Background: an optimization exercise with open tools, aiming at a short achievable clock period and few clock cycles. Do not read the settings as production practice. Where RTL was checked, it was by simulation tests only, not by an equivalence proof against the original. Power is estimated from default activity; no workload was simulated.

P:
## sxp
module sxp
(
  input  wire                 clk,
  input  wire                 reset_b,
  input  wire sxp_pkg::inst_t mem_inst,   
  output sxp_pkg::data_t      mem_pc,     
  output logic                spw_we,     
  output sxp_pkg::data_t      spw_addr,
  output sxp_pkg::data_t      spw_data
);
For scale: ~6200 cells after synthesis, ~130 I/O pins, ~0.068 mm² of cells after synthesis.
clock: 7.0 ns
lec_check: 0
abc_clock_period_in_ps: 1500
cap_margin: 50
core_margin: 2
core_utilization: 40
setup_slack_margin: 3.8
slew_margin: 75
tns_end_percent: 20
run.sh (not shown) runs the stock make flow with config.mk's settings and CLKGATE_MAP_FILE= SYNTH_SCRIPT=/design/flow/synth_recipe.tcl, a recipe that flattens the netlist after the stock synthesis.
P reached the final stage; the timing, design-rule and antenna checks on its layout passed.
> inputs changed (P -> Q)
-- flow/design.v --
<<< P, line 125
);
  localparam int W = 32;
  localparam int L = $clog2(W);
  logic [W-1:0] gg [0:L];
  logic [W-1:0] pp [0:L];
>>> Q, line 125
);
  localparam int W = 32;
  localparam int L = 5;             
  logic [W-1:0] gg [0:L];
  logic [W-1:0] pp [0:L];
<<< P, line 372
  logic [3:0]         flg1h_d;
  logic               imm_jump;     
  sxp_pkg::data_t     tk;
  logic               tgt_ok;       
  logic               vld_e;
  logic               ok_e;         
>>> Q, line 372
  logic [3:0]         flg1h_d;
  logic               imm_jump;     
  logic               seq_ok;       
  logic               vld_e;
  logic               ok_e;         
<<< P, line 436
                     ((src_cfg == SRC_RI) & op1h_d[ALU_PASSB]));
  assign tgt_d    = op1h_d[ALU_ADD] ? pc1_d + imm_d : imm_d;
  assign tk       = (pc1_d & imm_d) | ((pc1_d ^ imm_d) & ~predn_d);
  assign tgt_ok   = op1h_d[ALU_ADD] ? ((pc1_d ^ imm_d ^ predn_d) == {tk[32-2:0], 1'b0}) :
                                      (imm_d == predn_d);
  assign redir_d  = imm_jump & ~tgt_ok & ~redir_seq & ~taken_any;
  assign fa  = ~a_pc  & we_any & (rd_e == ra_d);
  assign fb  = ~b_imm & we_any & (rd_e == rb_d);
>>> Q, line 435
                     ((src_cfg == SRC_RI) & op1h_d[ALU_PASSB]));
  assign tgt_d    = op1h_d[ALU_ADD] ? pc1_d + imm_d : imm_d;
  assign seq_ok   = op1h_d[ALU_ADD] ? (ir_d[15:0] == '0) : (imm_d == pc1_d);
  assign redir_d  = imm_jump & ~ptaken_d & ~seq_ok & ~redir_seq & ~taken_any;
  assign fa  = ~a_pc  & we_any & (rd_e == ra_d);
  assign fb  = ~b_imm & we_any & (rd_e == rb_d);
<<< P, line 477
    pc1_e    <= pc1_d;
    predn_e  <= redir_d ? tgt_d : predn_d;
    ptaken_e <= ptaken_d | (imm_jump & (redir_d | tgt_ok));
    hit_e    <= hit_d;
  end
>>> Q, line 474
    pc1_e    <= pc1_d;
    predn_e  <= redir_d ? tgt_d : predn_d;
    ptaken_e <= ptaken_d | (imm_jump & (redir_d | seq_ok));
    hit_e    <= hit_d;
  end
### Flow results
Having completed the whole flow, Q delivered a layout that passed the timing, design-rule and antenna checks.
Diff P and Q: met3 track demand over resource in global routing lower in P
For the overall track demand over capacity in global routing, Q came in 1.1 points lower than P did.
A timing startpoint of the critical path of i_execute.a_e[0] is what P shows, while i_execute.shl_e[1] belongs to Q.
Q vs P, critical-path cell with the highest stage delay: sky130_fd_sc_hd__mux4_2 vs sky130_fd_sc_hd__a221o_1
Fraction of power consumed by the clock network: Q < P
In Q, the number of detailed-route iterations in the first pass came out 5 above the value in P.
The higher highest cell delay on the worst timing path came out of Q.
Via count of the first global-routing pass in Q is 321 higher than in P
Of the two values seen for capture point of the critical path, i_execute.a_e[20] was produced by P and i_execute.bn_e[0] by Q.
Row count on Q is down relative to P.
Testbench counts of Q, summed over its fixed seeds: cycles 22,940.
Function not checked in P: the RTL went through the layout flow alone.

========
== north ==
Another version of the RTL of sxp (not shown whole).
For scale: ~6,000 cells after synthesis, ~130 I/O pins.
==> flow/design.v (excerpt) <==
module sxp
(
  input  wire                 clk,
  input  wire                 reset_b,
  input  wire sxp_pkg::inst_t mem_inst,   
  output sxp_pkg::data_t      mem_pc,     
  output logic                spw_we,     
  output sxp_pkg::data_t      spw_addr,
  output sxp_pkg::data_t      spw_data
);
==> flow/config.mk <==
export PLATFORM = sky130hd
export DESIGN_NAME = sxp
export DESIGN_NICKNAME = sxp
export VERILOG_FILES = /design/flow/design.v
export SDC_FILE = /design/flow/constraint.sdc
export NUM_CORES = 4
export LEC_CHECK = 0
export ABC_CLOCK_PERIOD_IN_PS = 1500
export CAP_MARGIN = 50
export CORE_MARGIN = 2
export CORE_UTILIZATION = 40
export SETUP_SLACK_MARGIN = 3.8
export SLEW_MARGIN = 75
export TNS_END_PERCENT = 20
==> flow/constraint.sdc <==
create_clock -name core_clock -period 7.0 [get_ports {clk}]
set_input_delay 1.4000 -clock core_clock [delete_from_list [all_inputs] [get_ports {clk}]]
set_output_delay 1.4000 -clock core_clock [all_outputs]
set_load 0.01 [all_outputs]
Per the final summary, north finished and its layout is clean on timing, DRC and antenna.
For south, these inputs were changed with respect to north:
--- a/flow/design.v
+++ b/flow/design.v
@@ -34,16 +34,17 @@
 module sxp_alu
 (
   input  wire [7:0]             op1h,    
   input  wire                   res,     
   input  wire [3:0]             flg1h,   
   input  wire sxp_pkg::data_t   a,
   input  wire sxp_pkg::data_t   b,
   input  wire sxp_pkg::data_t   bn,      
+  input  wire sxp_pkg::data_t   as,      
   input  wire [4:0]             shl_n,   
   input  wire [4:0]             shr_n,
   output sxp_pkg::data_t        v
 );
   localparam int MSB = 32 - 1;
   sxp_pkg::data_t       pa;      
   sxp_pkg::data_t       ga;
   logic [32:0] ca;
@@ -65,18 +66,18 @@
   assign pa = a ^ b;
   assign ga = a & b;
   assign ps = a ^ bn;
   assign gs = a & bn;
   sxp_carry i_ca (.p(pa), .g(ga), .cin(1'b0), .c(ca));
   sxp_carry i_cs (.p(ps), .g(gs), .cin(1'b1), .c(cs));
   assign sum  = pa ^ ca[MSB:0];
   assign diff = ps ^ cs[MSB:0];
-  assign shl  = a << shl_n;
-  assign shr  = a >> shr_n;
+  assign shl  = as << shl_n;
+  assign shr  = as >> shr_n;
   assign y[MSB-1:0] = ({(32-1){op1h[ALU_ADD]}}   & sum[MSB-1:0])  |
                       ({(32-1){op1h[ALU_SUB]}}   & diff[MSB-1:0]) |
                       ({(32-1){op1h[ALU_AND]}}   & ga[MSB-1:0])   |
                       ({(32-1){op1h[ALU_OR]}}    & (a[MSB-1:0] | b[MSB-1:0])) |
                       ({(32-1){op1h[ALU_XOR]}}   & pa[MSB-1:0])   |
                       ({(32-1){op1h[ALU_SHL]}}   & shl[MSB-1:0])  |
                       ({(32-1){op1h[ALU_SHR]}}   & shr[MSB-1:0])  |
                       ({(32-1){op1h[ALU_PASSB]}} & b[MSB-1:0]);
@@ -110,17 +111,17 @@
 module sxp_carry
 (
   input  wire [32-1:0] p,
   input  wire [32-1:0] g,
   input  wire                   cin,
   output logic [32:0]  c
 );
   localparam int W = 32;
-  localparam int L = $clog2(W);
+  localparam int L = 5;             
   logic [W-1:0] gg [0:L];
   logic [W-1:0] pp [0:L];
   always_comb
   begin
     gg[0]    = g;
     pp[0]    = p;
     gg[0][0] = g[0] | (p[0] & cin);
     for (int l = 0; l < L; l++)
@@ -375,16 +376,17 @@
   sxp_pkg::rf_addr_t  rd_e;
   logic               cond_e;
   logic               jz_e;
   logic               pr_add_e;     
   sxp_pkg::data_t     a_e;
   sxp_pkg::data_t     b_e;
   sxp_pkg::data_t     b_x;          
   sxp_pkg::data_t     bn_e;         
+  sxp_pkg::data_t     as_e;         
   logic [4:0]         shl_e;        
   logic [4:0]         shr_e;
   sxp_pkg::data_t     pc_e;
   sxp_pkg::data_t     pc1_e;
   sxp_pkg::data_t     predn_e;
   logic               ptaken_e;     
   logic [N-1:0]       hit_e;
   logic               taken;
@@ -450,29 +452,31 @@
     flg1h_e  <= flg1h_d;
     rd_e     <= ir_d[19:16];
     cond_e   <= ir_d[0] & ~src_cfg[0];   
     jz_e     <= ir_d[1];
     pr_add_e <= (src_cfg == SRC_PR) & op1h_d[ALU_ADD] & ~flag_sel;
     a_e      <= fa ? v : (a_pc ? pc1_d : qa);
     b_e      <= fb ? v : (b_imm ? imm_d : qb);
     bn_e     <= fb ? ~v : (b_imm ? ~imm_d : ~qb);
+    as_e     <= ({32{fa}} & v) | ({32{~fa & a_pc}} & pc1_d) |
+                ({32{~fa & ~a_pc}} & qa);
     b_x      <= ({32{fb}} & v) | ({32{~fb & b_imm}} & imm_d) |
                 ({32{~fb & ~b_imm}} & qb);
     shl_e    <= b_imm ? ir_d[4:0] : (fb ? v[4:0] : qb[4:0]);
     shr_e    <= ({5{fb}} & v[4:0]) | ({5{~fb & b_imm}} & ir_d[4:0]) |
                 ({5{~fb & ~b_imm}} & qb[4:0]);
     pc_e     <= pc_d;
     pc1_e    <= pc1_d;
     predn_e  <= redir_d ? tgt_d : predn_d;
     ptaken_e <= ptaken_d | (imm_jump & (redir_d | tgt_ok));
     hit_e    <= hit_d;
   end
   sxp_alu i_alu (
-    .op1h(op1h_e), .res(res_e), .flg1h(flg1h_e), .a(a_e), .b(b_e), .bn(bn_e), .shl_n(shl_e),
+    .op1h(op1h_e), .res(res_e), .flg1h(flg1h_e), .a(a_e), .b(b_e), .bn(bn_e), .as(as_e), .shl_n(shl_e),
     .shr_n(shr_e), .v(v)
   );
   assign taken_any = vld_e & live_e & (dest_e == DEST_JUMP) & (~cond_e | (b_x[0] ^ jz_e));
   assign we_any    = vld_e & live_e & (dest_e == DEST_REG);
   assign ok_e      = ~redir_w;
   assign taken     = taken_any & ok_e;
   assign we_e      = we_any & ok_e;
   assign st_e      = vld_e & live_e & (dest_e == DEST_STORE) & ok_e;
Results
- Compared south vs north, and worst hold slack is down in south.
- Summary: with north as the reference, count of cells resized by post-cts repair in south moved up by more than 10%.
- Final critical path time including I/O delays and setup: south < north
- Compared with north, south shows pin slew with the least headroom to its limit higher by 0.11 ns.
- Of north and south, north shows the higher routed via count, with south below it.
- [diff] overall die area, south relative to north: regression
- Area: south vs north -> south larger
Testbench counts of south, summed over its fixed seeds: cycles 22,940.
No functional check of the RTL was part of north.

## static timing again, ports no longer ideal
The flow's constraints put no driver on any port. The routed layouts listed below were extracted and timed again, unchanged, in two steps. Step 1, drivers: a clkbuf_16 drives clk and a buf_2 each remaining input, both assumed. Step 2 times the ports against the registers' clock, not the clock port: input delays grow and output delays shrink by t, the midpoint of the rising clock arrivals with the driver on. Slacks: ideal ports / drivers / drivers and shift; pairs: ideal ports / drivers.
| run | shift t [ns] | setup slack, ns | worst setup path at the end | worst register clock-pin slew, ns | pins driven straight from the clock port |
|---|---|---|---|---|---|
| P | 0.904 | 3.399 / 3.399 / 3.399 | register to register | 0.07 / 0.07 | 1 |
| Q | 0.891 | 3.525 / 3.525 / 3.525 | register to register | 0.07 / 0.07 | 1 |
| north | 0.894 | 3.162 / 3.162 / 3.162 | register to register | 0.07 / 0.07 | 1 |
| south | 0.889 | 3.461 / 3.461 / 3.461 | register to register | 0.07 / 0.07 | 1 |
After both steps setup and hold are still met in every run listed.
